From an optimization exercise on the open Yosys and OpenROAD flow, aimed at small area, a short achievable clock period and few clock cycles per item; shortcuts taken in it are not production practice. In this exercise RTL edits were held to simulation tests only and were not proved equivalent to the original. Power is estimated from default activity; no workload was simulated.

==> flow/design.v <==
package sbr_pkg;
	localparam int WINDOW  = 64;
	localparam int IW      = $clog2(WINDOW);
	localparam int POS_W   = 32;
	localparam int BYTE_W  = 8;
	localparam int SPACE_W = 7;
endpackage
import sbr_pkg::*;
module stream_byte_reassembler_core (
	input  logic               clk,
	input  logic               arst_n,
	input  logic               req_valid,
	output logic               req_stall,
	input  logic               kind,
	input  logic [POS_W-1:0]   stream_index,
	input  logic [BYTE_W-1:0]  data_byte,
	input  logic               ends_stream,
	input  logic [SPACE_W-1:0] downstream_space,
	output logic               rsp_valid,
	input  logic               rsp_stall,
	output logic               out_valid,
	output logic [BYTE_W-1:0]  out_byte,
	output logic               last_of_run,
	output logic [SPACE_W-1:0] pending_count,
	output logic               stream_closed
);
	function automatic logic [IW-1:0] pe64(input logic [WINDOW-1:0] x);
		logic [WINDOW-1:0]      v;
		logic [WINDOW*IW-1:0]   ix;
		logic [WINDOW-1:0]      nv;
		logic [WINDOW*IW-1:0]   nix;
		begin
			v  = x;
			ix = '0;
			for (int l = 0; l < IW; l++) begin
				nv  = '0;
				nix = '0;
				for (int i = 0; i < (WINDOW >> (l + 1)); i++) begin
					nv[i] = v[2*i] | v[2*i+1];
					for (int b = 0; b < IW; b++) begin
						if (b < l)
							nix[i*IW+b] = v[2*i] ? ix[(2*i)*IW+b] : ix[(2*i+1)*IW+b];
						else if (b == l)
							nix[i*IW+b] = !v[2*i];
					end
				end
				v  = nv;
				ix = nix;
			end
			pe64 = ix[IW-1:0];
		end
	endfunction
	logic              qv_q;
	logic              qkind_q;
	logic [IW-1:0]     qplo_q;
	logic [SPACE_W-1:0] qd_q;
	logic              qsmall_q;
	logic [BYTE_W-1:0] qbyte_q;
	logic [SPACE_W-1:0] qroom_q;
	logic [POS_W-1:0]  next_q;
	logic [WINDOW-1:0] rel_q;
	logic [BYTE_W-1:0] ring_q [WINDOW];
	logic [POS_W-1:0]  end_q;
	logic              end_known_q;
	logic              blk_q;       
	logic              em_q;
	logic [SPACE_W-1:0] ra_q;
	logic              r1v_q, r1d_q, r1l_q, r1f_q, r1nm_q, r1s_q, r1pcl_q;
	logic [BYTE_W-1:0] r1b_q;
	logic [IW-1:0]     r1rk_q;
	logic [SPACE_W-1:0] r1er_q;
	logic              r2v_q, r2d_q, r2l_q, r2f_q, r2nm_q, r2s_q, r2pcl_q;
	logic [BYTE_W-1:0] r2b_q;
	logic [IW-1:0]     r2k_q;
	logic [SPACE_W-1:0] r2er_q;
	logic              ov_q;
	logic              od_q;
	logic [BYTE_W-1:0] ob_q;
	logic              ol_q;
	logic [SPACE_W-1:0] op_q;
	logic              oc_q;
	logic              o_free, r2_move, r2_free, r1_move, r1_free;
	logic              do_proc, do_emit, take, adv;
	assign o_free    = !ov_q || !rsp_stall;
	assign r2_move   = r2v_q && o_free;
	assign r2_free   = !r2v_q || o_free;
	assign r1_move   = r1v_q && r2_free;
	assign r1_free   = !r1v_q || r2_free;
	assign do_emit   = em_q && r1_free;
	assign do_proc   = qv_q && !em_q && !blk_q && r1_free;
	assign take      = req_valid && !req_stall;
	logic              sta_q, stb_q;
	logic              qv_n, em_n, blk_n, r1v_n, r2v_n, ov_n;
	assign req_stall = sta_q || (stb_q && rsp_stall);
	logic [IW-1:0]     h, d6;
	logic              closed, in_range, in_win, st0, nm;
	logic              z0, z1, nonempty, last0, last_e;
	logic [WINDOW-1:0] ddec, setv;
	logic [SPACE_W-1:0] room1;
	logic [BYTE_W-1:0] rd_byte;
	assign h      = next_q[IW-1:0];
	assign d6     = qd_q[IW-1:0];
	assign closed = oc_q;
	assign in_range = !qkind_q && qsmall_q && !qd_q[IW];
	assign in_win   = !closed && in_range && (qd_q < qroom_q);
	assign st0      = in_win && (d6 == '0);
	assign nm       = in_win && !rel_q[d6];
	assign room1    = qroom_q - SPACE_W'(1);
	always_comb begin
		for (int i = 0; i < WINDOW; i++) begin
			ddec[i] = (d6 == IW'(i));
		end
	end
	assign setv = ddec & {WINDOW{in_win}};
	assign z0       = !(rel_q[0] || (in_range && (d6 == IW'(0)))) || (qroom_q == '0);
	assign z1       = !(rel_q[1] || (in_range && (d6 == IW'(1)))) || (qroom_q == SPACE_W'(1));
	assign nonempty = !closed && !z0;
	assign last0    = closed || z0 || z1;
	assign last_e   = (ra_q == SPACE_W'(1)) || !rel_q[1];
	logic [SPACE_W-1:0] er;
	logic               er_small;
	logic [POS_W-SPACE_W-1:0] nh, nh1;
	assign nh       = next_q[POS_W-1:SPACE_W];
	assign nh1      = nh + 1'b1;
	assign er       = end_q[SPACE_W-1:0] - next_q[SPACE_W-1:0];
	assign er_small = (end_q[SPACE_W-1:0] < next_q[SPACE_W-1:0]) ? (end_q[POS_W-1:SPACE_W] == nh1)
	                                                           : (end_q[POS_W-1:SPACE_W] == nh);
	assign rd_byte = ring_q[h];
	assign adv     = (do_proc && nonempty) || do_emit;
	logic [WINDOW-1:0] kdec, kz;
	always_comb begin
		for (int i = 0; i < WINDOW; i++) begin
			kdec[i] = (r1rk_q == IW'(i));
		end
	end
	assign kz = ~rel_q | kdec;
	logic [SPACE_W-1:0] kfull, pa_new;
	logic               cl_new;
	assign kfull  = {1'b0, r2k_q} + SPACE_W'(r2s_q);
	assign pa_new = op_q + SPACE_W'(r2nm_q) - kfull;
	assign cl_new = oc_q || (r2pcl_q && (r2er_q == kfull));
	logic [SPACE_W-1:0]  lo, dn;
	logic                eqa, eqb, sn;
	assign lo  = stream_index[SPACE_W-1:0] - next_q[SPACE_W-1:0];
	assign eqa = (stream_index[POS_W-1:SPACE_W] == nh);
	assign eqb = (stream_index[POS_W-1:SPACE_W] == nh1);
	always_comb begin
		sn = (stream_index[SPACE_W-1:0] >= next_q[SPACE_W-1:0]) ? eqa : eqb;
		dn = lo;
		if (adv) begin
			dn = lo - SPACE_W'(1);
			sn = (sn && (lo != '0)) || (eqb && (lo == '0));
		end
	end
	always_comb begin
		qv_n  = take ? 1'b1 : do_proc ? 1'b0 : qv_q;
		em_n  = do_proc ? !last0 : do_emit ? !last_e : em_q;
		blk_n = do_proc ? (!closed && end_known_q && er_small)
		                : (r2_move && r2f_q && r2pcl_q) ? 1'b0 : blk_q;
		r1v_n = (do_proc || do_emit) ? 1'b1 : r1_move ? 1'b0 : r1v_q;
		r2v_n = r1_move ? 1'b1 : r2_move ? 1'b0 : r2v_q;
		ov_n  = r2_move ? 1'b1 : !rsp_stall ? 1'b0 : ov_q;
	end
	always_ff @(posedge clk or negedge arst_n) begin
		if (!arst_n) begin
			qv_q        <= 1'b0;
			next_q      <= '0;
			rel_q       <= '0;
			end_known_q <= 1'b0;
			blk_q       <= 1'b0;
			em_q        <= 1'b0;
			r1v_q       <= 1'b0;
			r2v_q       <= 1'b0;
			ov_q        <= 1'b0;
			sta_q       <= 1'b0;
			stb_q       <= 1'b0;
			op_q        <= '0;
			oc_q        <= 1'b0;
		end else begin
			qv_q  <= qv_n;
			em_q  <= em_n;
			blk_q <= blk_n;
			r1v_q <= r1v_n;
			r2v_q <= r2v_n;
			ov_q  <= ov_n;
			sta_q <= qv_n && (em_n || blk_n);
			stb_q <= qv_n && r1v_n && r2v_n && ov_n;
			if (take && ends_stream) begin
				end_known_q <= 1'b1;
			end
			if (adv) begin
				next_q <= next_q + POS_W'(1);
			end
			if (do_proc) begin
				if (nonempty) begin
					rel_q <= (rel_q | setv) >> 1;
				end else begin
					rel_q <= rel_q | setv;
				end
			end else if (do_emit) begin
				rel_q <= rel_q >> 1;
			end
			if (r2_move && r2f_q) begin
				op_q <= pa_new;
				oc_q <= cl_new;
			end
		end
	end
	always_ff @(posedge clk) begin
		if (qv_q && !em_q && in_win) ring_q[qplo_q] <= qbyte_q;
	end
	always_ff @(posedge clk) begin
		if (take) begin
			qkind_q  <= kind;
			qplo_q   <= stream_index[IW-1:0];
			qd_q     <= dn;
			qsmall_q <= sn;
			qbyte_q  <= data_byte;
			qroom_q  <= (downstream_space > SPACE_W'(WINDOW)) ? SPACE_W'(WINDOW) : downstream_space;
			if (ends_stream) end_q <= stream_index + POS_W'(!kind);
		end else if (adv) begin
			qd_q <= qd_q - SPACE_W'(1);
			if (qd_q == '0) qsmall_q <= 1'b0;
		end
		if (do_proc) begin
			ra_q    <= room1;
			r1d_q   <= nonempty;
			r1b_q   <= !nonempty ? '0 : st0 ? qbyte_q : rd_byte;
			r1l_q   <= last0;
			r1f_q   <= 1'b1;
			r1nm_q  <= nm;
			r1s_q   <= nonempty;
			r1pcl_q <= !closed && end_known_q && er_small;
			r1er_q  <= er;
			r1rk_q  <= room1[IW-1:0];
		end else if (do_emit) begin
			ra_q    <= ra_q - SPACE_W'(1);
			r1d_q   <= 1'b1;
			r1b_q   <= rd_byte;
			r1l_q   <= last_e;
			r1f_q   <= 1'b0;
		end
		if (r1_move) begin
			r2d_q   <= r1d_q;
			r2b_q   <= r1b_q;
			r2l_q   <= r1l_q;
			r2f_q   <= r1f_q;
			r2nm_q  <= r1nm_q;
			r2s_q   <= r1s_q;
			r2pcl_q <= r1pcl_q;
			r2er_q  <= r1er_q;
			r2k_q   <= r1s_q ? pe64(kz) : '0;
		end
		if (r2_move) begin
			od_q <= r2d_q;
			ob_q <= r2b_q;
			ol_q <= r2l_q;
		end
	end
	assign rsp_valid     = ov_q;
	assign out_valid     = od_q;
	assign out_byte      = ob_q;
	assign last_of_run   = ol_q;
	assign pending_count = op_q;
	assign stream_closed = oc_q;
endmodule
==> flow/run.sh <==
#!/bin/bash
# synth_recipe.tcl (not shown) runs the flow's synth.tcl, then flattens the netlist and writes it again
# the make line also repeats each setting of config.mk as NAME=value (left out here)
make -C /OpenROAD-flow-scripts/flow DESIGN_CONFIG=/design/flow/config.mk WORK_HOME=/design/flow/orfs CLKGATE_MAP_FILE= SYNTH_SCRIPT=/design/flow/synth_recipe.tcl finish
==> flow/config.mk <==
export PLATFORM = sky130hd
export DESIGN_NAME = stream_byte_reassembler_core
export DESIGN_NICKNAME = stream_byte_reassembler_core
export VERILOG_FILES = /design/flow/design.v
export SDC_FILE = /design/flow/constraint.sdc
export NUM_CORES = 4
export LEC_CHECK = 0
export ABC_AREA = 1
export CAP_MARGIN = 20
export CORE_MARGIN = 2
export CORE_UTILIZATION = 40
export CTS_BUF_LIST = sky130_fd_sc_hd__clkbuf_4 sky130_fd_sc_hd__clkbuf_8
export SETUP_SLACK_MARGIN = 3.0
export SLEW_MARGIN = 20
==> flow/constraint.sdc <==
create_clock -name core_clock -period 6.0 [get_ports {clk}]
set_input_delay 1.2000 -clock core_clock [delete_from_list [all_inputs] [get_ports {clk}]]
set_output_delay 1.2000 -clock core_clock [all_outputs]
set_load 0.01 [all_outputs]
==> flow_metrics.env, run 1 <==
export IMPL_status="finished clean"
export IMPL_cts_buffer_depth=3
export IMPL_ys_top_cells_by_area="edfxtp_1 52%, dfrtp_1 7.6%, o21ai_0 6.3%, nand2_1 6.0%, nor2_1 5.0%"
export IMPL_power_switching_mw=9.04
export IMPL_p_int_mw=12.3
export IMPL_switching_share_pct=42.3
export IMPL_dp_cells=4833
export IMPL_drv_cap=0
export IMPL_relSlewSlack_pct=33.1
export IMPL_multiInputGateArea_um2=13700
export IMPL_cp_max_fo=2
export IMPL_final_cell_mix="644 x edfxtp_1, 583 x nand2_1, 462 x o21ai_0"
export IMPL_drc=0
export IMPL_crit_arrival_ns=1.76
export IMPL_wl_per_cell_um=21.4
export IMPL_cts_buffers=133
export IMPL_synth_largest_area_cell="edfxtp_1"
export IMPL_antenna_found_initial=4
export IMPL_clkSlewWorstSetupHoldPaths_ns=0.06
export IMPL_rsz0062_at_grt="yes"
export IMPL_hold_end="r2b_q[6]$_DFFE_PP_"
export IMPL_endpoint_kind="output pin"
export IMPL_antenna_left=0
export IMPL_vias=28724
export IMPL_cpMaxStageDelayCell="clkdlybuf4s15_1"
export IMPL_cts_hold_buf=0
export IMPL_finalClockSkew_ns=0.0439
export IMPL_grt_max_degree=115
export IMPL_synth_top_area_share_pct=52.3
export IMPL_drive_gt1_share_pct=13.1
export IMPL_track_usage_pct=22.9
export IMPL_fin_crit_sh_pct=49.3
export IMPL_clockPowerShare_pct=22.9
export IMPL_crit_path_cell_trace="clkdlybuf4s15_1 > nand2_2 > nand2_4 > buf_6"
export IMPL_min_path_type="flip-flop to flip-flop"
export IMPL_insertion_delay_ns=0.82
export IMPL_syn_num_nets=3819
export IMPL_reg2reg_to="r2k_q[2]$_SDFFCE_PN0P_"
export IMPL_ys_seq_area_share_pct=60.0
export IMPL_seqPwrFrac_pct=34.1
export IMPL_hp_start="r1b_q[6]$_DFFE_PP_"
export IMPL_critPathRequiredTime_ns=4.80
export IMPL_drt_pass1_iterations=6
export IMPL_rrSetupSlack_ns=3.09
export IMPL_start_kind="input port"
export IMPL_drv_slew=0
export IMPL_mostFrequentLayoutCell="edfxtp_1"
export IMPL_core_area_um2=91700
export IMPL_fin_setup_tns_ns=0
export IMPL_async_flop_share_pct=14.9
export IMPL_rows=111
export IMPL_grt_pass1_vias=26782
export IMPL_start_util_pct=40.4
export IMPL_drt_total_wl_um=110000
export IMPL_reg2reg_depth=14
export IMPL_p_leak_nw=15.9
export IMPL_power_density_nw_per_um2=491
export IMPL_finalSetupViolations=0
export IMPL_cts_root_buf="clkbuf_8"
export IMPL_die_x_um=308
export IMPL_drtIter0Drc=3065
export IMPL_synth_seq_cells=758
export IMPL_worst_slew_pin_slew_ns=1.00
export IMPL_final_cells=5143
export IMPL_nNetsFinal=3955
export IMPL_io_pins=73
export IMPL_area_growth_pct=17.5
export IMPL_overflow=0
export IMPL_register_area_um2=22200
export IMPL_cts_tree="built"
export IMPL_die_y_um=308
export IMPL_clock_sinks=758
export IMPL_ir_worst_vdd_uv=417
export IMPL_finalHoldViolCount=0
export IMPL_worstHoldPathCells=0
export IMPL_worst_r2r_startpoint="r1rk_q[4]$_DFFE_PP_"
export IMPL_synthDistinctLibCells=58
export IMPL_min_period_ns=2.96
export IMPL_syn_inst=3715
export IMPL_io_buffer_count=72
export IMPL_synth_edf_count=644
export IMPL_grt_pass1_wl_um=165000
export IMPL_pwr_share_comb_pct=43.0
export IMPL_h_tree_depth=4
export IMPL_routabilityCongestion=0.969
export IMPL_dieArea_um2=94900
export IMPL_synth_warnings=1
export IMPL_fillers=8498
export IMPL_setup_worst_path_class="input port to output pin"
export IMPL_syn_cell_area_um2=37000
export IMPL_ys_flop_type="edfxtp_1"
export IMPL_timing_fmax_mhz=338
export IMPL_vias_per_cell=5.59
export IMPL_dp_hpwl_um=68400
export IMPL_syn_area_per_cell_um2=9.96
export IMPL_slowest_delay_ns=0.21
-- per-layer routing --
metal	up-vias	share of wire (%)	wire, um	global-route usage (%)
met1	13968	43	47600	32.0
li1	13417	-	-	-
met3	205	7.4	8170	3.81
met2	1134	46	51100	36.2
met4	0	2.9	3230	7.79
met5	-	0	0	0
-- area by class of cell --
type	count	area share [%]
clock inverter	44	0.924
multi-input combinational	2436	31.5
sequential	758	51.1
antenna	4	0.0230
inverter	331	2.95
tap	1186	3.42
clock buffer	193	5.32
timing repair buffer	191	4.79
-- kinds of logic (layout without fill, tap and decap cells) --
family / after synthesis / after routing / synth area share (%)
AOI/OAI and AO/OA: 885 / 885 / 14.3
xor gates and xnor gates: 129 / 129 / 3.05
adders and majority gates: 51 / 51 / 1.79
buffers and inverters: 521 / 759 / 5.46
DFF: 758 / 758 / 60.0
other: 0 / 4 / 0
and+or+nand+nor: 1371 / 1371 / 15.5
-- state kept, by name, indices dropped and copies added (netlist names), 8 cells and up --
register and cells:
ring_q 512, r2b_q 8, qbyte_q 8, next_q 32
ob_q 8, rel_q 64, end_q 32, r1b_q 8
-- worst max-delay path by stage --
| stage | start | endpoint | slack [ns] | cells past startpoint |
|---|---|---|---|---|
| floorplan | stream_index[0] | qsmall_q$_SDFFCE_PN0P_ | 3.00 | 14 |
| global placement | stream_index[0] | end_q[31]$_DFFE_PP_ | 1.68 | 13 |
| detailed placement | stream_index[0] | end_q[31]$_DFFE_PP_ | 1.66 | 13 |
| CTS | qd_q[1]$_DFFE_PP_ | next_q[27]$_DFFE_PN0N_ | 2.95 | 15 |
| global route | r1rk_q[5]$_DFFE_PP_ | r2k_q[3]$_SDFFCE_PN0P_ | 2.90 | 14 |
| finish | rsp_stall | req_stall | 3.04 | 4 |
-- cells in the mapped netlist (4+ instances only) --
cell type,n
buf_4,6
o211ai_1,31
clkbuf_1,148
nand3b_1,7
nor4_1,10
o31ai_1,64
ha_1,48
a21oi_1,91
o2111ai_1,57
nand4_1,35
xor2_1,93
nand3_1,168
o22ai_1,88
inv_2,5
a31oi_1,10
o221ai_1,43
buf_2,24
nand2_1,594
nor2_1,497
or2_2,4
inv_1,324
edfxtp_1,644
a32o_1,6
nand2_2,4
buf_1,8
nor2_2,5
a211oi_1,4
dfrtp_1,113
nor3_1,27
a221oi_1,5
nor2_4,5
xnor2_1,36
o21ai_1,4
o21ai_0,465
-- through the flow --
step	worst slack, ns	total power, mW	util (%)	hold WS, ns	cell area [um^2]
2_1_floorplan	3.00	12.9	-	0.400	37000
3_3_place_gp	1.68	15.7	42.4	0.401	38900
3_5_place_dp	1.66	15.8	42.4	0.405	38900
4_1_cts	2.95	21.1	46.5	0.397	42700
5_1_grt	2.90	22.7	47.4	0.400	43400
6_report	3.04	21.3	47.4	0.404	43400
-- critical path: cells and delay by family --
family / cells / cell delay (ns)
buf+inv: 2 / 0.34
simple gates: 2 / 0.21
-- power by group through the flow --
stage	Sequential, mW	Clock (mW)	Combinational (mW)
4_1_cts	7.29	5.00	8.82
2_1_floorplan	7.18	0	5.75
5_1_grt	7.33	5.22	10.1
6_report	7.28	4.90	9.17
3_3_place_gp	7.45	0	8.21
3_5_place_dp	7.46	0	8.31
-- timing repair --
| action | in CTS | in global routing |
|---|---|---|
| pin swaps | 7 | 22 |
| setup endpoints to repair | 651 | 613 |
| gates resized for setup | 209 | 61 |
| endpoints found under the hold margin | 0 | 0 |
| cloned | 2 | 0 |
| buffers inserted | 18 | 49 |
Testbench counts, summed over its fixed seeds: cycles 14,740, items 9,629.
==> run 2, diff against run 1 <==
--- a/flow/config.mk
+++ b/flow/config.mk
@@ -5,10 +5,11 @@
 export SDC_FILE = /design/flow/constraint.sdc
 export NUM_CORES = 4
 export LEC_CHECK = 0
-export ABC_AREA = 1
 export CAP_MARGIN = 20
 export CORE_MARGIN = 2
 export CORE_UTILIZATION = 40
-export CTS_BUF_LIST = sky130_fd_sc_hd__clkbuf_4 sky130_fd_sc_hd__clkbuf_8
+export CTS_BUF_LIST = sky130_fd_sc_hd__clkbuf_4 sky130_fd_sc_hd__clkbuf_8 sky130_fd_sc_hd__clkbuf_16
+export CTS_CLUSTER_DIAMETER = 60
+export CTS_CLUSTER_SIZE = 24
 export SETUP_SLACK_MARGIN = 3.0
 export SLEW_MARGIN = 20
==> flow_metrics.env, run 2 <==
export IMPL_syn_num_nets=2593
export IMPL_h_tree_depth=2
export IMPL_critPathRequiredTime_ns=6.40
export IMPL_synth_largest_area_cell="edfxtp_1"
export IMPL_drv_slew=0
export IMPL_async_flop_share_pct=14.9
export IMPL_synth_most_common_cell="edfxtp_1"
export IMPL_insertion_delay_ns=0.67
export IMPL_antenna_left=0
export IMPL_regMostFlops="ring_q"
export IMPL_fin_setup_tns_ns=0
export IMPL_synthMuxAreaShare_pct=11.9
export IMPL_core_area_um2=88100
export IMPL_synth_compound_area_share_pct=7.71
export IMPL_clkSlewWorstSetupHoldPaths_ns=0.09
export IMPL_largestRegisters="ring_q x512, rel_q x64"
export IMPL_synth_xor_area_share_pct=4.64
export IMPL_cts_root_buf="clkbuf_16"
export IMPL_drt_pass1_iterations=5
export IMPL_worst_slew_pin_slew_ns=1.04
export IMPL_dieArea_um2=91100
export IMPL_cts_buffer_depth=3
export IMPL_synth_top_family_by_area="multiplexers"
export IMPL_grt_max_degree=72
export IMPL_rows=109
export IMPL_synthAdderAreaFrac_pct=1.86
export IMPL_setup_worst_path_class="flip-flop to flip-flop"
export IMPL_clock_sinks=758
export IMPL_cts_buffers=58
export IMPL_ys_seq_area_share_pct=62.5
export IMPL_finalPower_mw=10.4
export IMPL_status="finished clean"
export IMPL_largest_reg_flops=512
export IMPL_dp_cells=3621
export IMPL_drv_cap=0
export IMPL_slowest_delay_ns=0.56
export IMPL_cts_hold_buf=0
export IMPL_nNetsFinal=2758
export IMPL_synth_seq_cells=758
export IMPL_die_y_um=302
export IMPL_mostFrequentLayoutCell="edfxtp_1"
export IMPL_syn_cell_area_um2=35500
export IMPL_rsz0062_at_grt="yes"
export IMPL_ir_worst_vdd_uv=214
export IMPL_synth_commonest_cells="644 x edfxtp_1, 188 x nand2_1, 185 x mux4_2, 185 x nor2_1, 137 x a21oi_1"
export IMPL_syn_area_per_cell_um2=14.3
export IMPL_synthSimpleGateAreaFrac_pct=8.96
export IMPL_min_period_ns=2.97
export IMPL_crit_arrival_ns=3.37
export IMPL_vias=23068
export IMPL_crit_path_cell_trace="buf_4 > buf_12 > buf_12 > mux4_2 > mux4_2 > mux4_2 > nand2b_1 > nand2_1"
export IMPL_synthDistinctLibCells=87
export IMPL_final_cells=3867
export IMPL_path_delay_family="multiplexers"
export IMPL_ys_flop_type="edfxtp_1"
export IMPL_syn_inst=2489
export IMPL_routabilityCongestion=0.934
export IMPL_timing_fmax_mhz=337
export IMPL_min_path_type="flip-flop to flip-flop"
export IMPL_endpoint_kind="flip-flop"
export IMPL_start_util_pct=40.3
export IMPL_crit_top_cell="mux4_2"
export IMPL_io_pins=73
export IMPL_grt_pass1_vias=22118
export IMPL_dp_hpwl_um=64100
export IMPL_drc=0
export IMPL_start_kind="flip-flop"
export IMPL_drtIter0Drc=2826
export IMPL_final_cell_mix="644 x edfxtp_1, 185 x mux4_2, 181 x nand2_1"
export IMPL_wl_per_cell_um=26.3
export IMPL_cpMaxStageDelayCell="mux4_2"
export IMPL_cts_tree="built"
export IMPL_finalHoldViolCount=0
export IMPL_ys_top_cells_by_area="edfxtp_1 54%, mux4_2 12%, dfrtp_1 8.0%, xnor2_1 3.0%, nand2_1 2.0%"
export IMPL_drt_total_wl_um=102000
export IMPL_track_usage_pct=21.7
export IMPL_vias_per_cell=5.97
export IMPL_area_growth_pct=18.4
export IMPL_synth_warnings=1
export IMPL_relSlewSlack_pct=30.8
export IMPL_p_leak_nw=13.9
export IMPL_drive_gt1_share_pct=24.5
export IMPL_power_density_nw_per_um2=247
export IMPL_cp_max_fo=5
export IMPL_overflow=0
export IMPL_grt_pass1_wl_um=148000
export IMPL_synth_top_area_share_pct=54.5
export IMPL_cp_num_buf_inv=3
export IMPL_antenna_found_initial=4
export IMPL_fin_crit_sh_pct=49.5
export IMPL_finalSetupViolations=0
export IMPL_io_buffer_count=72
export IMPL_finalClockSkew_ns=0.0347
export IMPL_die_x_um=302
export IMPL_synth_edf_count=644
run 2: stage by stage:
step                      cell area [um^2]  hold WS [ns]  util, %  setup WS, ns
after global placement               37400         0.408     42.4          1.33
after CTS                            40900         0.406     46.4          2.88
after global routing                 42000         0.423     47.7          2.92
after detailed placement             37400         0.405     42.4          1.26
after floorplan                      35600         0.400        -          2.76
final                                42000         0.407     47.7          3.03
run 2: layer usage:
metal  vias to the layer above  global-route usage [%]  part of all wire [%]
met5                         -                       0                 0.036
met4                         6                    4.63                   2.1
met3                       154                    3.48                   8.2
met2                      1116                    34.2                    47
met1                     11818                    31.9                    43
li1                       9974                       -                     -
run 2: cells by family after synthesis:
logic type | count (synthesis)
mux | 190
buf+inv | 201
compound gates | 445
xor+xnor | 188
simple gates | 656
flops | 758
fa+ha+maj | 51
run 2: what timing repair did:
action | 4_1_cts | 5_1_grt
endpoints found under the hold margin | 0 | 0
setup endpoints to repair | 648 | 572
buffers inserted | 44 | 77
pin swaps | 22 | 21
gates cloned | 9 | 8
gates resized for setup | 193 | 87
run 2: where the power goes:
group | internal (mW) | switching [mW]
clock network | 2.09 | 2.27
registers | 5.70 | 0.0133
logic | 0.107 | 0.202
run 2: area by class of cell:
| class | instances | area, um^2 |
|---|---|---|
| Fill cell | 7558 | 46100 |
| Sequential cell | 758 | 22200 |
| Multi-Input combinational cell | 1532 | 13300 |
| Timing Repair Buffer | 242 | 2570 |
| Clock buffer | 63 | 1490 |
| Tap cell | 1165 | 1460 |
| Clock inverter | 44 | 693 |
| Inverter | 60 | 262 |
| Timing Repair inverter | 2 | 15.0 |
| Antenna cell | 1 | 2.50 |
run 2: path summary, 6_finish.rpt:
kind                                             from                     to  slack (ns)  depth (start not counted)
worst max-delay path            next_q[0]$_DFFE_PN0N_     r1b_q[0]$_DFFE_PP_        3.03                          8
worst min-delay path               r2b_q[0]$_DFFE_PP_      ob_q[0]$_DFFE_PP_        0.41                          0
worst max register to register  next_q[0]$_DFFE_PN0N_     r1b_q[0]$_DFFE_PP_        3.03                          8
worst min register to register     r2b_q[0]$_DFFE_PP_      ob_q[0]$_DFFE_PP_        0.41                          0
max in group asynchronous                      arst_n  next_q[1]$_DFFE_PN0N_        4.20                          2
min in group asynchronous                      arst_n  rel_q[41]$_DFFE_PN0P_        0.58                          1
==> run 3, diff against run 2 <==
--- a/flow/config.mk
+++ b/flow/config.mk
@@ -10,6 +10,6 @@
 export CORE_UTILIZATION = 40
 export CTS_BUF_LIST = sky130_fd_sc_hd__clkbuf_4 sky130_fd_sc_hd__clkbuf_8 sky130_fd_sc_hd__clkbuf_16
 export CTS_CLUSTER_DIAMETER = 60
-export CTS_CLUSTER_SIZE = 24
+export CTS_CLUSTER_SIZE = 18
 export SETUP_SLACK_MARGIN = 3.0
 export SLEW_MARGIN = 20
==> flow_metrics.env, run 3 <==
export IMPL_crit_arrival_ns=3.40
export IMPL_p_leak_nw=13.9
export IMPL_drtIter0Drc=2892
export IMPL_finalSetupViolations=0
export IMPL_io_buffer_count=72
export IMPL_drv_slew=0
export IMPL_setup_worst_path_class="flip-flop to flip-flop"
export IMPL_grt_max_degree=72
export IMPL_synth_edf_count=644
export IMPL_start_kind="flip-flop"
export IMPL_grt_pass1_vias=22243
export IMPL_synthMuxAreaShare_pct=11.9
export IMPL_multiInputGateArea_um2=13300
export IMPL_regMostFlops="ring_q"
export IMPL_grt_pass1_wl_um=149000
export IMPL_synth_seq_cells=758
export IMPL_track_usage_pct=22.0
export IMPL_timing_fmax_mhz=330
export IMPL_syn_num_nets=2593
export IMPL_synthAdderAreaFrac_pct=1.86
export IMPL_endpoint_kind="flip-flop"
export IMPL_largestRegisters="ring_q x512, rel_q x64"
export IMPL_synth_xor_area_share_pct=4.64
export IMPL_die_x_um=302
export IMPL_ys_top_cells_by_area="edfxtp_1 54%, mux4_2 12%, dfrtp_1 8.0%, xnor2_1 3.0%, nand2_1 2.0%"
export IMPL_switching_share_pct=22.3
export IMPL_overflow=0
export IMPL_h_tree_depth=3
export IMPL_clkSlewWorstSetupHoldPaths_ns=0.08
export IMPL_dieArea_um2=91100
export IMPL_reg2reg_depth=11
export IMPL_drv_cap=0
export IMPL_largest_reg_flops=512
export IMPL_register_area_um2=22200
export IMPL_routabilityCongestion=0.934
export IMPL_synth_largest_area_cell="edfxtp_1"
export IMPL_cp_max_fo=11
export IMPL_wl_per_cell_um=26.5
export IMPL_crit_path_start="qd_q[1]$_DFFE_PP_"
export IMPL_p_int_mw=8.24
export IMPL_pwr_share_comb_pct=2.9
export IMPL_power_density_nw_per_um2=252
export IMPL_final_cell_mix="644 x edfxtp_1, 185 x mux4_2, 182 x nand2_1"
export IMPL_finalHoldViolCount=0
export IMPL_status="finished clean"
export IMPL_clock_sinks=758
export IMPL_rows=109
export IMPL_finalClockSkew_ns=0.0312
export IMPL_fin_setup_tns_ns=0
export IMPL_ys_flop_type="edfxtp_1"
export IMPL_cts_tree="built"
export IMPL_min_path_type="flip-flop to flip-flop"
export IMPL_relSlewSlack_pct=31.3
export IMPL_ys_seq_area_share_pct=62.5
export IMPL_synthSimpleGateAreaFrac_pct=8.96
export IMPL_drc=0
export IMPL_ir_worst_vdd_uv=226
export IMPL_start_util_pct=40.3
export IMPL_reg2reg_to="qd_q[5]$_DFFE_PP_"
export IMPL_antenna_left=0
export IMPL_worst_r2r_startpoint="qd_q[1]$_DFFE_PP_"
export IMPL_async_flop_share_pct=14.9
export IMPL_drive_gt1_share_pct=23.5
export IMPL_syn_area_per_cell_um2=14.3
export IMPL_cts_buffer_depth=3
export IMPL_final_cells=3850
export IMPL_synth_top_family_by_area="multiplexers"
export IMPL_fin_crit_sh_pct=50.4
export IMPL_dp_slack_ns=1.26
export IMPL_mostFrequentLayoutCell="edfxtp_1"
export IMPL_rsz0062_at_grt="yes"
export IMPL_synth_most_common_cell="edfxtp_1"
export IMPL_die_y_um=302
export IMPL_power_switching_mw=2.37
export IMPL_insertion_delay_ns=0.64
export IMPL_critPathRequiredTime_ns=6.37
export IMPL_area_growth_pct=18.5
export IMPL_dp_cells=3621
export IMPL_drt_pass1_iterations=6
export IMPL_seqPwrFrac_pct=53.9
export IMPL_syn_cell_area_um2=35500
export IMPL_synth_top_area_share_pct=54.5
export IMPL_fillers=7549
export IMPL_cts_root_buf="clkbuf_16"
export IMPL_core_area_um2=88100
export IMPL_io_pins=73
export IMPL_antenna_found_initial=5
export IMPL_synthDistinctLibCells=87
export IMPL_dp_hpwl_um=64100
export IMPL_fin_util_pct=47.7
export IMPL_worst_slew_pin_slew_ns=1.03
export IMPL_nNetsFinal=2743
export IMPL_clockPowerShare_pct=43.2
export IMPL_rrSetupSlack_ns=2.97
export IMPL_worstHoldPathCells=0
export IMPL_synth_compound_area_share_pct=7.71
export IMPL_endpoint="qd_q[5]$_DFFE_PP_"
export IMPL_cts_buffers=69
export IMPL_synth_commonest_cells="644 x edfxtp_1, 188 x nand2_1, 185 x mux4_2, 185 x nor2_1, 137 x a21oi_1"
export IMPL_min_period_ns=3.03
export IMPL_worst_slack_ns=2.97
export IMPL_synth_warnings=1
export IMPL_vias_per_cell=5.99
export IMPL_vias=23056
export IMPL_drt_total_wl_um=102000
export IMPL_syn_inst=2489
[run 3: cell types whose count changed in the layout (fill, tap and decap cells not counted), sizes merged, moves of 2 or more]
cell      before  now
clkbuf        71   85
clkinvlp       3    5
buf          165  139
bufinv         3    5
inv           86   73
clkinv        14   19
[run 3: how the worst min path moves through the flow]
stage	from	end	slack [ns]
after floorplan	r2b_q[0]$_DFFE_PP_	ob_q[0]$_DFFE_PP_	0.40
after global placement	r1b_q[6]$_DFFE_PP_	r2b_q[6]$_DFFE_PP_	0.41
after detailed placement	r1b_q[7]$_DFFE_PP_	r2b_q[7]$_DFFE_PP_	0.40
after CTS	r2b_q[0]$_DFFE_PP_	ob_q[0]$_DFFE_PP_	0.40
after global routing	r2b_q[0]$_DFFE_PP_	ob_q[0]$_DFFE_PP_	0.42
final	r2b_q[0]$_DFFE_PP_	ob_q[0]$_DFFE_PP_	0.40
[run 3: layout make-up]
cell class | count | share of cell area [%]
multi-input cells | 1532 | 31.6
clock inverters | 40 | 1.32
clock buffers | 76 | 4.26
repair buffers | 216 | 5.83
inverters | 60 | 0.613
well taps | 1165 | 3.47
diodes | 1 | 0.00595
flip-flops and latches | 758 | 52.9
repair inverters | 2 | 0.0357
[run 3: per-layer routing]
layer  vias to the layer above  global-route usage (%)  routed length, um
li1                       9923                       -                  -
met1                     11837                    32.1              43300
met2                      1127                    34.4              47600
met3                       165                    3.63               8690
met4                         4                    5.47               2430
met5                         -                       0                 23
[run 3: power groups by stage]
stage                     clock network [mW]  registers [mW]  logic [mW]
after detailed placement                   0            5.83       0.274
final                                   4.58            5.71       0.304
after floorplan                            0            5.84       0.122
after CTS                               4.66            5.71       0.288
after global routing                    4.85            5.71       0.329
after global placement                     0            5.83       0.268
[run 3: repair_timing]
item | CTS | global route
setup endpoints to repair | 649 | 553
pin swaps | 19 | 23
hold buffers | 0 | 0
buffers inserted | 42 | 51
hold endpoints to repair | 0 | 0
gates cloned | 11 | 8
gates resized for setup | 186 | 91
[run 3: metrics by stage]
step           cell area [um^2]  total power [mW]  hold slack (ns)
2_1_floorplan             35600              5.96            0.400
3_3_place_gp              37400              6.10            0.408
3_5_place_dp              37400              6.10            0.405
4_1_cts                   41100              10.7            0.405
5_1_grt                   42000              10.9            0.417
6_report                  42000              10.6            0.405
[run 3: cell families after synthesis]
kind of cell | Yosys count
AND/OR/NAND/NOR | 656
AO/OA/AOI/OAI | 445
XOR/XNOR | 188
buffers and inverters | 201
adder cells (fa/ha/maj) | 51
multiplexers | 190
flip-flops | 758
[run 3: worst max-delay path, cell delays in order (launching register included)]
cell and delay [ns]:
edfxtp_1 0.50, buf_12 0.18, inv_1 0.11, ha_4 0.16, a41oi_1 0.15, o31a_1 0.35, bufinv_8 0.24, nand2_8 0.10
or4b_4 0.55, nor3_2 0.14, xor2_1 0.17, a21oi_1 0.09
==> run 4, diff against run 3 <==
--- a/flow/config.mk
+++ b/flow/config.mk
@@ -5,11 +5,12 @@
 export SDC_FILE = /design/flow/constraint.sdc
 export NUM_CORES = 4
 export LEC_CHECK = 0
+export ABC_AREA = 1
 export CAP_MARGIN = 20
 export CORE_MARGIN = 2
 export CORE_UTILIZATION = 40
 export CTS_BUF_LIST = sky130_fd_sc_hd__clkbuf_4 sky130_fd_sc_hd__clkbuf_8 sky130_fd_sc_hd__clkbuf_16
 export CTS_CLUSTER_DIAMETER = 60
-export CTS_CLUSTER_SIZE = 18
+export CTS_CLUSTER_SIZE = 24
 export SETUP_SLACK_MARGIN = 3.0
 export SLEW_MARGIN = 20
==> flow_metrics.env, run 4 <==
export IMPL_worstHoldPathCells=0
export IMPL_ys_top_cells_by_area="edfxtp_1 52%, dfrtp_1 7.6%, o21ai_0 6.3%, nand2_1 6.0%, nor2_1 5.0%"
export IMPL_largest_reg_flops=512
export IMPL_drive_gt1_share_pct=10.9
export IMPL_io_buffer_count=72
export IMPL_routed_top_layer="met4"
export IMPL_grt_max_degree=115
export IMPL_grt_pass1_vias=26236
export IMPL_switching_share_pct=43.4
export IMPL_core_area_um2=91700
export IMPL_mostFrequentLayoutCell="edfxtp_1"
export IMPL_finalHoldViolCount=0
export IMPL_syn_num_nets=3819
export IMPL_rows=111
export IMPL_fillers=8517
export IMPL_finalClockSkew_ns=0.0318
export IMPL_drc=0
export IMPL_fin_setup_tns_ns=0
export IMPL_track_usage_pct=22.6
export IMPL_synth_commonest_cells="644 x edfxtp_1, 594 x nand2_1, 497 x nor2_1"
export IMPL_cts_tree="built"
export IMPL_clkSlewWorstSetupHoldPaths_ns=0.07
export IMPL_wl_per_cell_um=21.8
export IMPL_ys_flop_type="edfxtp_1"
export IMPL_wl_met3_um=8490
export IMPL_antenna_found_initial=3
export IMPL_regMostFlops="ring_q"
export IMPL_worst_slew_pin_slew_ns=0.953
export IMPL_fin_crit_sh_pct=49.6
export IMPL_cts_root_buf="clkbuf_16"
export IMPL_relSlewSlack_pct=36.3
export IMPL_grt_pass1_wl_um=164000
export IMPL_crit_arrival_ns=1.78
export IMPL_final_cell_mix="644 x edfxtp_1, 586 x nand2_1, 462 x o21ai_0"
export IMPL_power_density_nw_per_um2=486
export IMPL_min_path_type="flip-flop to flip-flop"
export IMPL_syn_area_per_cell_um2=9.96
export IMPL_p_int_mw=11.9
export IMPL_crit_path_start="rsp_stall"
export IMPL_dieArea_um2=94900
export IMPL_seqPwrFrac_pct=34.6
export IMPL_rsz0062_at_grt="yes"
export IMPL_p_leak_nw=15.6
export IMPL_insertion_delay_ns=0.67
export IMPL_reg2reg_to="sta_q$_DFF_PN0_"
export IMPL_critPathRequiredTime_ns=4.80
export IMPL_nNetsFinal=3897
export IMPL_clock_sinks=758
export IMPL_rrSetupSlack_ns=3.05
export IMPL_ys_seq_area_share_pct=60.0
export IMPL_async_flop_share_pct=14.9
export IMPL_overflow=0
export IMPL_drt_pass1_iterations=6
export IMPL_cts_buffers=61
export IMPL_syn_cell_area_um2=37000
export IMPL_dp_hpwl_um=68400
export IMPL_die_x_um=308
export IMPL_synth_top_area_share_pct=52.3
export IMPL_setup_worst_path_class="input port to output pin"
export IMPL_largestRegisters="ring_q x512, rel_q x64"
export IMPL_area_growth_pct=16.6
export IMPL_cts_hold_buf=0
export IMPL_vias=28356
export IMPL_status="finished clean"
export IMPL_synth_most_common_cell="edfxtp_1"
export IMPL_ir_worst_vdd_uv=335
export IMPL_die_y_um=308
export IMPL_routabilityCongestion=0.969
export IMPL_min_period_ns=2.98
export IMPL_vias_per_cell=5.63
export IMPL_syn_inst=3715
export IMPL_timing_fmax_mhz=336
export IMPL_drt_met1_wl_um=47100
export IMPL_reg2reg_depth=18
export IMPL_endpoint_kind="output pin"
export IMPL_synth_warnings=1
export IMPL_h_tree_depth=2
export IMPL_cp_max_fo=2
export IMPL_start_kind="input port"
export IMPL_antenna_left=0
export IMPL_synthDistinctLibCells=58
export IMPL_worst_r2r_startpoint="next_q[4]$_DFFE_PN0N_"
export IMPL_synth_seq_cells=758
export IMPL_drv_cap=0
export IMPL_power_switching_mw=9.10
export IMPL_routed_wl_met2_um=51600
export IMPL_pwr_share_comb_pct=44.4
export IMPL_io_pins=73
export IMPL_drtIter0Drc=3302
export IMPL_synth_largest_area_cell="edfxtp_1"
export IMPL_hp_start="r2b_q[5]$_DFFE_PP_"
export IMPL_clockPowerShare_pct=21.0
export IMPL_cts_buffer_depth=3
export IMPL_finalSetupViolations=0
export IMPL_drt_total_wl_um=110000
export IMPL_start_util_pct=40.4
export IMPL_hold_end="ob_q[5]$_DFFE_PP_"
export IMPL_finalPower_mw=21.0
export IMPL_synth_edf_count=644
export IMPL_drv_slew=0
-- run 4: cell types whose count changed after synthesis, moves of 72 or more --
cell / change
inv_1: +268
mux4_2: -185
nand2_1: +406
nand3_1: +99
nor2_1: +312
o21ai_0: +357
o22ai_1: +72
xnor2_1: -86
-- run 4: worst max-delay path, stage by stage --
cell	delay [ns]
clkdlybuf4s15_1	0.22
nand2_2	0.14
nand2_4	0.09
buf_6	0.13
-- run 4: power groups by stage --
stage / registers (mW) / clock network (mW) / logic (mW)
2_1_floorplan: 7.18 / 0 / 5.75
3_3_place_gp: 7.45 / 0 / 8.21
5_1_grt: 7.31 / 4.67 / 10.3
3_5_place_dp: 7.46 / 0 / 8.31
6_report: 7.25 / 4.40 / 9.31
4_1_cts: 7.28 / 4.48 / 8.82
-- run 4: repair_timing --
action                                  in CTS  in global routing
pin swaps                                   18                 11
endpoints found under the setup margin     659                458
setup buffers                               38                 41
gates resized for setup                    214                 57
gates cloned                                 2                  2
-- run 4: final cells by class --
class,count,area [um^2],area share (%)
clock buffers,64,1580,3.67
multi-input cells,2437,13700,31.7
inverters,331,1280,2.97
diodes,2,5.00,0.0116
repair buffers,204,2250,5.21
flip-flops and latches,758,22200,51.5
clock inverters,51,641,1.49
well taps,1186,1480,3.44
-- run 4: worst max path at each step --
stage,to,slack (ns),cells past startpoint
after global placement,end_q[31]$_DFFE_PP_,1.68,13
after CTS,ring_q[21][5]$_DFFE_PP_,2.99,11
final,req_stall,3.02,4
after global routing,sta_q$_DFF_PN0_,2.87,21
after detailed placement,end_q[31]$_DFFE_PP_,1.66,13
after floorplan,qsmall_q$_SDFFCE_PN0P_,3.00,14
-- run 4: kinds of logic (layout without fill, tap and decap cells) --
logic type	Yosys count	after routing	share of synthesized area (%)
and+or+nand+nor	1371	1372	15.5
AOI/OAI and AO/OA	885	885	14.3
DFF	758	758	60.0
buffers and inverters	521	650	5.46
xor gates and xnor gates	129	129	3.05
adders and majority gates	51	51	1.79
other	0	2	0
-- run 4: metal layers --
| metal | vias to the layer above | global-route usage, % |
|---|---|---|
| met5 | - | 0 |
| met4 | 0 | 6.09 |
| met3 | 154 | 3.22 |
| met2 | 1126 | 36.3 |
| met1 | 13800 | 32.0 |
| li1 | 13276 | - |
-- run 4: through the flow --
stage / utilization (%) / hold slack (ns) / worst slack [ns] / cells / area [um^2]
3_5_place_dp: 42.4 / 0.405 / 1.66 / 4833 / 38900
3_3_place_gp: 42.4 / 0.401 / 1.68 / 4833 / 38900
4_1_cts: 46.3 / 0.416 / 2.99 / 4988 / 42500
5_1_grt: 47.1 / 0.411 / 2.87 / 5031 / 43100
6_report: 47.1 / 0.418 / 3.02 / 5033 / 43100
2_1_floorplan: - / 0.400 / 3.00 / 3715 / 37000
==> run 5, diff against run 4 <==
--- a/flow/config.mk
+++ b/flow/config.mk
@@ -5,7 +5,6 @@
 export SDC_FILE = /design/flow/constraint.sdc
 export NUM_CORES = 4
 export LEC_CHECK = 0
-export ABC_AREA = 1
 export CAP_MARGIN = 20
 export CORE_MARGIN = 2
 export CORE_UTILIZATION = 40
@@ -14,3 +13,4 @@
 export CTS_CLUSTER_SIZE = 24
 export SETUP_SLACK_MARGIN = 3.0
 export SLEW_MARGIN = 20
+export TNS_END_PERCENT = 0
==> flow_metrics.env, run 5 <==
export IMPL_dp_hpwl_um=64800
export IMPL_mostFrequentLayoutCell="edfxtp_1"
export IMPL_syn_cell_area_um2=35500
export IMPL_overflow=0
export IMPL_clkSlewWorstSetupHoldPaths_ns=0.09
export IMPL_routabilityCongestion=0.912
export IMPL_ys_top_cells_by_area="edfxtp_1 54%, mux4_2 12%, dfrtp_1 8.0%, xnor2_1 3.0%, nand2_1 2.0%"
export IMPL_timing_fmax_mhz=319
export IMPL_synth_most_common_cell="edfxtp_1"
export IMPL_drv_cap=0
export IMPL_start_util_pct=40.3
export IMPL_cts_root_buf="clkbuf_16"
export IMPL_synth_top_family_by_area="multiplexers"
export IMPL_start_kind="flip-flop"
export IMPL_async_flop_share_pct=14.9
export IMPL_p_leak_nw=13.4
export IMPL_worst_slew_pin_slew_ns=1.11
export IMPL_drt_pass1_iterations=6
export IMPL_crit_arrival_ns=3.74
export IMPL_area_growth_pct=15.6
export IMPL_antenna_left=0
export IMPL_syn_area_per_cell_um2=14.3
export IMPL_insertion_delay_ns=0.68
export IMPL_vias_per_cell=5.94
export IMPL_finalClockSkew_ns=0.0358
export IMPL_cts_buffer_depth=3
export IMPL_h_tree_depth=2
export IMPL_syn_num_nets=2593
export IMPL_wl_per_cell_um=25.9
export IMPL_setup_worst_path_class="flip-flop to flip-flop"
export IMPL_io_pins=73
export IMPL_ys_flop_type="edfxtp_1"
export IMPL_synthMuxAreaShare_pct=11.9
export IMPL_critPathRequiredTime_ns=6.60
export IMPL_io_buffer_count=72
export IMPL_clockPowerShare_pct=42.2
export IMPL_drt_total_wl_um=98400
export IMPL_syn_inst=2489
export IMPL_cts_buffers=60
export IMPL_p_int_mw=7.92
export IMPL_finalHoldViolCount=0
export IMPL_endpoint_kind="flip-flop"
export IMPL_final_cell_mix="644 x edfxtp_1, 185 x mux4_2, 184 x nand2_1"
export IMPL_grt_pass1_vias=22371
export IMPL_fin_crit_sh_pct=52.3
export IMPL_die_x_um=302
export IMPL_nNetsFinal=2680
export IMPL_dieArea_um2=91100
export IMPL_core_area_um2=88100
export IMPL_switching_share_pct=23.7
export IMPL_finalSetupViolations=0
export IMPL_largest_reg_flops=512
export IMPL_vias=22521
export IMPL_antenna_found_initial=6
export IMPL_synth_top_area_share_pct=54.5
export IMPL_synth_seq_cells=758
export IMPL_synthDistinctLibCells=87
export IMPL_fin_setup_tns_ns=0
export IMPL_ys_seq_area_share_pct=62.5
export IMPL_min_path_type="flip-flop to flip-flop"
export IMPL_synthSimpleGateAreaFrac_pct=8.96
export IMPL_power_density_nw_per_um2=253
export IMPL_drive_gt1_share_pct=20.4
export IMPL_seqPwrFrac_pct=55.0
export IMPL_drv_slew=0
export IMPL_regMostFlops="ring_q"
export IMPL_cp_max_fo=9
export IMPL_synth_warnings=1
export IMPL_clock_sinks=758
export IMPL_track_usage_pct=21.6
export IMPL_drc=0
export IMPL_synth_commonest_cells="644 x edfxtp_1, 188 x nand2_1, 185 x mux4_2, 185 x nor2_1, 137 x a21oi_1"
export IMPL_min_period_ns=3.14
export IMPL_worst_slack_ns=2.86
export IMPL_synth_xor_area_share_pct=4.64
export IMPL_ir_worst_vdd_uv=242
export IMPL_synth_largest_area_cell="edfxtp_1"
export IMPL_cts_tree="built"
export IMPL_rsz0062_at_grt="yes"
export IMPL_largestRegisters="ring_q x512, rel_q x64"
export IMPL_drtIter0Drc=2428
export IMPL_synth_edf_count=644
export IMPL_relSlewSlack_pct=25.5
export IMPL_dp_slack_ns=1.28
export IMPL_synthAdderAreaFrac_pct=1.86
export IMPL_grt_max_degree=69
export IMPL_pwr_share_comb_pct=2.8
export IMPL_synth_compound_area_share_pct=7.71
export IMPL_die_y_um=302
export IMPL_rows=109
export IMPL_grt_pass1_wl_um=148000
export IMPL_status="finished clean"
export IMPL_power_switching_mw=2.46
==> run 5: cell count changes after synthesis, moves of 52 or more <==
cell / delta
o2111ai_1: -52
nor2_1: -312
inv_1: -268
mux4_2: +185
o22ai_1: -72
clkbuf_1: -53
o31ai_1: -53
nand2_1: -406
o21ai_0: -357
nand3_1: -99
xnor2_1: +86
==> run 5: through the flow <==
step	hold WS (ns)	util, %	cells	instance area [um^2]	power (mW)
after CTS	0.423	46.5	3792	41000	10.5
after floorplan	0.400	-	2489	35500	5.96
after detailed placement	0.406	42.4	3619	37300	6.10
final	0.423	46.6	3794	41000	10.4
after global placement	0.405	42.4	3619	37300	6.10
after global routing	0.437	46.6	3793	41000	10.7
==> run 5: critical path: stages, from the launching register on <==
cell	delay (ns)
dfrtp_4	0.50
inv_1	0.23
ha_1	0.28
nor2b_1	0.15
o2111ai_2	0.24
a21oi_4	0.16
nor2_4	0.32
a21oi_1	0.11
nor4_1	0.42
nand4_1	0.14
buf_4	0.20
nor3_2	0.17
a21o_1	0.15
==> run 5: cells by family after synthesis <==
kind of cell	after synthesis
xor+xnor	188
simple gates	656
compound gates	445
buf+inv	201
fa+ha+maj	51
flops	758
mux	190
==> run 5: power by group through the flow <==
| stage | sequential [mW] | combinational (mW) | clock, mW |
|---|---|---|---|
| CTS | 5.71 | 0.295 | 4.46 |
| floorplan | 5.84 | 0.121 | 0 |
| finish | 5.71 | 0.295 | 4.38 |
| global route | 5.71 | 0.319 | 4.65 |
| detailed placement | 5.83 | 0.273 | 0 |
| global placement | 5.83 | 0.267 | 0 |
==> run 5: cell type report <==
| type | count | area [um^2] |
|---|---|---|
| Multi-Input combinational cell | 1532 | 13100 |
| Fill cell | 7689 | 47100 |
| Inverter | 60 | 251 |
| Timing Repair inverter | 2 | 15.0 |
| Clock inverter | 51 | 729 |
| Clock buffer | 63 | 1520 |
| Tap cell | 1165 | 1460 |
| Sequential cell | 758 | 22200 |
| Timing Repair Buffer | 162 | 1740 |
| Antenna cell | 1 | 2.50 |
==> run 5: final timing paths <==
| path | startpoint | cells past startpoint | slack [ns] | endpoint |
|---|---|---|---|---|
| worst max-delay path | next_q[1]$_DFFE_PN0N_ | 12 | 2.86 | sta_q$_DFF_PN0_ |
| worst min-delay path | r1b_q[6]$_DFFE_PP_ | 0 | 0.42 | r2b_q[6]$_DFFE_PP_ |
| worst max register to register | next_q[1]$_DFFE_PN0N_ | 12 | 2.86 | sta_q$_DFF_PN0_ |
| worst min register to register | r1b_q[6]$_DFFE_PP_ | 0 | 0.42 | r2b_q[6]$_DFFE_PP_ |
| max in group asynchronous | arst_n | 2 | 4.49 | next_q[1]$_DFFE_PN0N_ |
| min in group asynchronous | arst_n | 1 | 0.49 | rel_q[25]$_DFFE_PN0P_ |
==> run 5: what timing repair did <==
action | 4_1_cts | 5_1_grt
hold buffers | 0 | 0
buffers inserted | 53 | 1
resized for setup | 194 | 1
cloned | 6 | 0
pin swaps | 39 | 0
endpoints found under the setup margin | 665 | 595
==> run 5: layer usage <==
layer | vias to the layer above | GRT usage [%] | share of wire, %
li1 | 9796 | - | -
met1 | 11512 | 31.1 | 43
met2 | 1026 | 33.7 | 46
met3 | 177 | 3.88 | 7.8
met4 | 10 | 5.94 | 2.7
met5 | - | 0 | 0.063
==> run 6, diff against run 5 <==
--- a/flow/config.mk
+++ b/flow/config.mk
@@ -11,6 +11,6 @@
 export CTS_BUF_LIST = sky130_fd_sc_hd__clkbuf_4 sky130_fd_sc_hd__clkbuf_8 sky130_fd_sc_hd__clkbuf_16
 export CTS_CLUSTER_DIAMETER = 60
 export CTS_CLUSTER_SIZE = 24
+export PLACE_DENSITY = 0.72
 export SETUP_SLACK_MARGIN = 3.0
 export SLEW_MARGIN = 20
-export TNS_END_PERCENT = 0
==> flow_metrics.env, run 6 <==
export IMPL_synth_most_common_cell="edfxtp_1"
export IMPL_rrSetupSlack_ns=3.03
export IMPL_insertion_delay_ns=0.69
export IMPL_finalSetupViolations=0
export IMPL_switching_share_pct=23.1
export IMPL_synth_top_area_share_pct=54.5
export IMPL_clockPowerShare_pct=41.1
export IMPL_worst_slew_pin_slew_ns=0.999
export IMPL_nNetsFinal=2733
export IMPL_drt_pass1_iterations=6
export IMPL_drt_total_wl_um=95300
export IMPL_drv_cap=0
export IMPL_multiInputGateArea_um2=13400
export IMPL_core_area_um2=88100
export IMPL_fin_setup_tns_ns=0
export IMPL_min_period_ns=2.97
export IMPL_pwr_share_comb_pct=3.0
export IMPL_syn_num_nets=2593
export IMPL_die_y_um=302
export IMPL_cts_root_buf="clkbuf_16"
export IMPL_routed_wl_met2_um=44300
export IMPL_dp_hpwl_um=58800
export IMPL_fillers=7386
export IMPL_io_pins=73
export IMPL_finalHoldViolCount=0
export IMPL_crit_top_cell="buf_2"
export IMPL_crit_arrival_ns=1.77
export IMPL_rows=109
export IMPL_antenna_found_initial=6
export IMPL_h_tree_depth=2
export IMPL_syn_cell_area_um2=35500
export IMPL_status="finished clean"
export IMPL_dieArea_um2=91100
export IMPL_critPathRequiredTime_ns=4.80
export IMPL_clock_sinks=758
export IMPL_grt_pass1_wl_um=140000
export IMPL_synth_seq_cells=758
export IMPL_slowest_delay_ns=0.20
export IMPL_wl_met3_um=9230
export IMPL_routabilityCongestion=0.960
export IMPL_die_x_um=302
export IMPL_ys_top_cells_by_area="edfxtp_1 54%, mux4_2 12%, dfrtp_1 8.0%, xnor2_1 3.0%, nand2_1 2.0%"
export IMPL_power_switching_mw=2.36
export IMPL_cts_buffer_depth=3
export IMPL_finalClockSkew_ns=0.0626
export IMPL_synth_warnings=1
export IMPL_timing_fmax_mhz=337
export IMPL_register_area_um2=22200
export IMPL_ys_seq_area_share_pct=62.5
export IMPL_start_kind="input port"
export IMPL_overflow=0
export IMPL_endpoint_kind="output pin"
export IMPL_regMostFlops="ring_q"
export IMPL_cts_tree="built"
export IMPL_rsz0062_at_grt="yes"
export IMPL_fin_crit_sh_pct=49.5
export IMPL_grt_max_degree=69
export IMPL_crit_path_cell_trace="buf_2 > a21oi_2 > inv_1 > buf_2"
export IMPL_async_flop_share_pct=14.9
export IMPL_path_delay_family="buffers and inverters"
export IMPL_min_path_type="flip-flop to flip-flop"
export IMPL_drive_gt1_share_pct=23.4
export IMPL_largest_reg_flops=512
export IMPL_ir_worst_vdd_uv=289
export IMPL_area_growth_pct=18.0
export IMPL_place_area_um2=37300
export IMPL_track_usage_pct=20.2
export IMPL_io_buffer_count=72
export IMPL_vias_per_cell=5.96
export IMPL_drt_met1_wl_um=38400
export IMPL_dp_slack_ns=1.30
export IMPL_largestRegisters="ring_q x512, rel_q x64"
export IMPL_antenna_left=0
export IMPL_syn_area_per_cell_um2=14.3
export IMPL_drv_slew=0
export IMPL_syn_inst=2489
export IMPL_grt_pass1_vias=21950
export IMPL_wl_per_cell_um=24.8
export IMPL_worst_slack_ns=3.03
export IMPL_synth_edf_count=644
export IMPL_drc=0
export IMPL_relSlewSlack_pct=33.2
export IMPL_design_area_um2=41900
export IMPL_drtIter0Drc=3068
export IMPL_seqPwrFrac_pct=55.9
export IMPL_cp_max_fo=5
export IMPL_setup_worst_path_class="input port to output pin"
export IMPL_final_cell_mix="644 x edfxtp_1, 185 x mux4_2, 182 x nand2_1"
export IMPL_cts_buffers=56
export IMPL_cpMaxStageDelayCell="a21oi_2"
export IMPL_synthDistinctLibCells=87
export IMPL_mostFrequentLayoutCell="edfxtp_1"
export IMPL_synth_largest_area_cell="edfxtp_1"
export IMPL_ys_flop_type="edfxtp_1"
export IMPL_power_density_nw_per_um2=244
export IMPL_start_util_pct=40.3
export IMPL_synth_commonest_cells="644 x edfxtp_1, 188 x nand2_1, 185 x mux4_2, 185 x nor2_1, 137 x a21oi_1"
export IMPL_p_int_mw=7.85
export IMPL_cp_num_buf_inv=3
export IMPL_p_leak_nw=13.8
export IMPL_clkSlewWorstSetupHoldPaths_ns=0.07
export IMPL_routed_top_layer="met5"
export IMPL_vias=22870
## run 6: cell counts after synthesis
No cell type changed its count.
## run 6: area by class of cell
cell class	instances	area share, %
repair inverters	2	0.0359
flip-flops and latches	758	53.1
clock buffers	61	3.48
diodes	1	0.00598
well taps	1165	3.48
repair buffers	218	5.76
clock inverters	42	1.46
inverters	60	0.622
multi-input cells	1533	32.1
## run 6: kinds of logic after synthesis
kind of cell / Yosys count / synth area share [%]
AOI/OAI and AO/OA: 445 / 7.71
muxes: 190 / 11.9
adders and majority gates: 51 / 1.86
xor gates and xnor gates: 188 / 4.64
and+or+nand+nor: 656 / 8.96
buffers and inverters: 201 / 2.42
DFF: 758 / 62.5
## run 6: what timing repair did
| item | 4_1_cts | 5_1_grt |
|---|---|---|
| setup buffers | 59 | 49 |
| cloned | 9 | 5 |
| setup endpoints to repair | 678 | 532 |
| gates resized for setup | 218 | 72 |
| pin swaps | 43 | 21 |
| hold buffers | 0 | 0 |
## run 6: stage by stage
step | total power [mW] | cells | utilization, % | hold WS [ns]
finish | 10.2 | 3840 | 47.5 | 0.418
global route | 10.5 | 3839 | 47.5 | 0.421
CTS | 10.2 | 3785 | 46.6 | 0.420
detailed placement | 6.09 | 3614 | 42.4 | 0.405
global placement | 6.09 | 3613 | 42.3 | 0.403
floorplan | 5.96 | 2489 | - | 0.400
## run 6: final timing paths
path                                            start  cells after the start                    end
worst max-delay path                        rsp_stall                      4              req_stall
worst min-delay path               r2b_q[3]$_DFFE_PP_                      0      ob_q[3]$_DFFE_PP_
worst max register to register  next_q[0]$_DFFE_PN0N_                      8     r1b_q[4]$_DFFE_PP_
worst min register to register     r2b_q[3]$_DFFE_PP_                      0      ob_q[3]$_DFFE_PP_
max in group asynchronous                      arst_n                      2       oc_q$_DFFE_PN0P_
min in group asynchronous                      arst_n                      1  rel_q[25]$_DFFE_PN0P_
## run 6: power by group through the flow
stage          sequential, mW  combinational [mW]  clock, mW
4_1_cts                  5.71               0.282       4.23
3_5_place_dp             5.83               0.262          0
6_report                 5.71               0.304       4.19
2_1_floorplan            5.84               0.122          0
3_3_place_gp             5.83               0.257          0
5_1_grt                  5.71               0.326       4.45
## run 6: per-layer routing
| layer | vias up | track usage [%] |
|---|---|---|
| li1 | 9901 | - |
| met1 | 11435 | 28.9 |
| met2 | 1306 | 31.6 |
| met3 | 218 | 3.43 |
| met4 | 10 | 6.65 |
| met5 | - | 0 |
==> run 7, diff against run 6 <==
--- a/flow/config.mk
+++ b/flow/config.mk
@@ -11,6 +11,6 @@
 export CTS_BUF_LIST = sky130_fd_sc_hd__clkbuf_4 sky130_fd_sc_hd__clkbuf_8 sky130_fd_sc_hd__clkbuf_16
 export CTS_CLUSTER_DIAMETER = 60
 export CTS_CLUSTER_SIZE = 24
-export PLACE_DENSITY = 0.72
 export SETUP_SLACK_MARGIN = 3.0
 export SLEW_MARGIN = 20
+export TNS_END_PERCENT = 20
==> flow_metrics.env, run 7 <==
export IMPL_status="finished clean"
export IMPL_synth_edf_count=644
export IMPL_fin_setup_tns_ns=0
export IMPL_io_buffer_count=72
export IMPL_clkSlewWorstSetupHoldPaths_ns=0.08
export IMPL_p_leak_nw=13.9
export IMPL_synth_warnings=1
export IMPL_dieArea_um2=91100
export IMPL_rrSetupSlack_ns=2.96
export IMPL_ys_flop_type="edfxtp_1"
export IMPL_ys_seq_area_share_pct=62.5
export IMPL_drt_pass1_iterations=6
export IMPL_drc=0
export IMPL_drv_slew=0
export IMPL_track_usage_pct=21.1
export IMPL_setup_worst_path_class="flip-flop to flip-flop"
export IMPL_routabilityCongestion=0.965
export IMPL_cts_buffers=66
export IMPL_io_pins=73
export IMPL_synth_top_area_share_pct=54.5
export IMPL_wl_per_cell_um=25.8
export IMPL_synth_commonest_cells="644 x edfxtp_1, 188 x nand2_1, 185 x mux4_2, 185 x nor2_1, 137 x a21oi_1"
export IMPL_drt_total_wl_um=99400
export IMPL_drive_gt1_share_pct=24.1
export IMPL_cts_tree="built"
export IMPL_reg2reg_depth=11
export IMPL_drv_cap=0
export IMPL_overflow=0
export IMPL_nNetsFinal=2733
export IMPL_clock_sinks=758
export IMPL_min_path_type="flip-flop to flip-flop"
export IMPL_largest_reg_flops=512
export IMPL_grt_max_degree=69
export IMPL_syn_num_nets=2593
export IMPL_regMostFlops="ring_q"
export IMPL_area_growth_pct=18.2
export IMPL_async_flop_share_pct=14.9
export IMPL_mostFrequentLayoutCell="edfxtp_1"
export IMPL_finalClockSkew_ns=0.0468
export IMPL_endpoint_kind="flip-flop"
export IMPL_synth_largest_area_cell="edfxtp_1"
export IMPL_syn_area_per_cell_um2=14.3
export IMPL_rsz0062_at_grt="yes"
export IMPL_drtIter0Drc=2663
export IMPL_syn_cell_area_um2=35500
export IMPL_timing_fmax_mhz=329
export IMPL_core_area_um2=88100
export IMPL_holdWs_ns=0.422
export IMPL_vias_per_cell=5.99
export IMPL_die_x_um=302
export IMPL_finalHoldViolCount=0
export IMPL_hold_end="r2b_q[6]$_DFFE_PP_"
export IMPL_ir_worst_vdd_uv=236
export IMPL_synthDistinctLibCells=87
export IMPL_synth_seq_cells=758
export IMPL_die_y_um=302
export IMPL_vias=23052
export IMPL_power_density_nw_per_um2=257
export IMPL_antenna_found_initial=4
export IMPL_hp_start="r1b_q[6]$_DFFE_PP_"
export IMPL_rows=109
export IMPL_start_util_pct=40.3
export IMPL_final_cell_mix="644 x edfxtp_1, 185 x mux4_2, 183 x nand2_1"
export IMPL_ys_top_cells_by_area="edfxtp_1 54%, mux4_2 12%, dfrtp_1 8.0%, xnor2_1 3.0%, nand2_1 2.0%"
export IMPL_insertion_delay_ns=0.64
export IMPL_worstHoldPathCells=0
export IMPL_finalSetupViolations=0
export IMPL_start_kind="flip-flop"
export IMPL_worst_r2r_startpoint="qd_q[5]$_DFFE_PP_"
export IMPL_cp_max_fo=15
export IMPL_crit_arrival_ns=3.50
export IMPL_relSlewSlack_pct=31.8
export IMPL_dp_hpwl_um=64200
export IMPL_reg2reg_to="rel_q[55]$_DFFE_PN0P_"
export IMPL_fin_crit_sh_pct=50.6
export IMPL_worst_slew_pin_slew_ns=1.02
export IMPL_antenna_left=0
export IMPL_min_period_ns=3.04
export IMPL_cts_buffer_depth=3
export IMPL_syn_inst=2489
export IMPL_h_tree_depth=3
export IMPL_grt_pass1_vias=22236
export IMPL_critPathRequiredTime_ns=6.47
export IMPL_largestRegisters="ring_q x512, rel_q x64"
export IMPL_cts_root_buf="clkbuf_16"
export IMPL_grt_pass1_wl_um=144000
export IMPL_synth_most_common_cell="edfxtp_1"
export IMPL_cts_hold_buf=0
[run 7: cell counts after synthesis]
Identical to the previous run, type by type.
[run 7: how the worst max path moves through the flow]
stage	startpoint	to
floorplan	rsp_stall	qd_q[5]$_DFFE_PP_
global route	qd_q[1]$_DFFE_PP_	rel_q[55]$_DFFE_PN0P_
detailed placement	rsp_stall	qd_q[5]$_DFFE_PP_
global placement	rsp_stall	qd_q[5]$_DFFE_PP_
finish	qd_q[5]$_DFFE_PP_	rel_q[55]$_DFFE_PN0P_
CTS	stream_index[11]	end_q[29]$_DFFE_PP_
[run 7: worst max-delay path: stages, from the launching register on]
cell       delay, ns
edfxtp_1        0.51
ha_1            0.38
a21oi_1         0.09
o211ai_1        0.54
inv_1           0.20
o2111ai_1       0.17
buf_4           0.28
nor2_1          0.07
buf_4           0.21
a21oi_1         0.21
o22a_1          0.17
a21oi_1         0.06
[run 7: cell families after synthesis]
logic type	share of synthesized area [%]
xor+xnor	4.64
buf+inv	2.42
compound gates	7.71
simple gates	8.96
fa+ha+maj	1.86
mux	11.9
flops	62.5
[run 7: stage by stage]
stage,power [mW],cell area (um^2),utilization (%),worst slack [ns],instances
finish,10.8,41900,47.6,2.96,3848
global route,11.1,41900,47.6,2.84,3847
CTS,10.8,40800,46.3,2.80,3770
detailed placement,6.10,37300,42.4,1.27,3617
global placement,6.10,37300,42.4,1.32,3617
floorplan,5.96,35500,-,2.76,2489
[run 7: report_power, final]
part | internal (mW) | switching [mW]
combinational | 0.106 | 0.201
clock | 2.48 | 2.27
sequential | 5.70 | 0.0131
total | 8.28 | 2.49
[run 7: layer usage]
metal,global-route usage [%],vias up,wire (um),share of wire [%]
li1,-,9905,-,-
met1,30.4,11756,41500,42
met2,33.5,1165,46700,47
met3,3.37,220,8310,8.4
met4,5.55,6,2880,2.9
met5,0,-,36,0.036
[run 7: cell type report]
| class | instances | area [um^2] |
|---|---|---|
| Tap cell | 1165 | 1460 |
| Clock inverter | 52 | 777 |
| Multi-Input combinational cell | 1535 | 13400 |
| Timing Repair inverter | 2 | 15.0 |
| Antenna cell | 1 | 2.50 |
| Inverter | 60 | 262 |
| Fill cell | 7572 | 46200 |
| Sequential cell | 758 | 22200 |
| Timing Repair Buffer | 206 | 2080 |
| Clock buffer | 69 | 1710 |
[run 7: repair_timing]
item,CTS,global route
setup buffers,28,67
resized for setup,158,124
setup endpoints to repair,668,622
cloned,4,10
pin swaps,17,26

re-timing with driven ports:
The results above use ideal ports. As a check the final layouts listed here were re-extracted and re-timed, cells and wires unchanged. Step 1 (the two cells are an assumption about what drives the block):
set clk [get_ports {clk}]
set_driving_cell -lib_cell sky130_fd_sc_hd__clkbuf_16 $clk
set_driving_cell -lib_cell sky130_fd_sc_hd__buf_2 [delete_from_list [all_inputs] $clk]
Step 2 moves the port delays by t, midway between the first and last clock arrival at a register: inputs arrive t later, outputs are due t later. That takes back most of the time a late clock gives input paths. Slacks: ideal / step 1 / step 2; pairs: ideal / step 1.
run	t, ns	setup slack, ns	worst hold slack (ns)	slew at the worst register clock pin (ns)
run 1	0.861	3.039 / 3.016 / 2.288	0.404 / 0.400 / 0.404	0.06 / 0.06
run 2	0.717	3.031 / 2.966 / 2.339	0.407 / 0.407 / 0.407	0.09 / 0.09
run 3	0.703	2.974 / 2.974 / 2.360	0.405 / 0.405 / 0.405	0.08 / 0.08
run 4	0.729	3.025 / 3.002 / 2.288	0.418 / 0.418 / 0.418	0.10 / 0.10
run 5	0.738	2.865 / 2.865 / 2.156	0.423 / 0.423 / 0.423	0.09 / 0.09
run 6	0.719	3.030 / 2.969 / 2.321	0.418 / 0.418 / 0.418	0.10 / 0.10
run 7	0.685	2.965 / 2.965 / 2.405	0.422 / 0.422 / 0.422	0.09 / 0.09
After both steps every run listed still meets setup and hold. For run 1, which loses most, drivers alone change the setup slack by -0.023 ns; drivers and shift together by -0.751 ns.
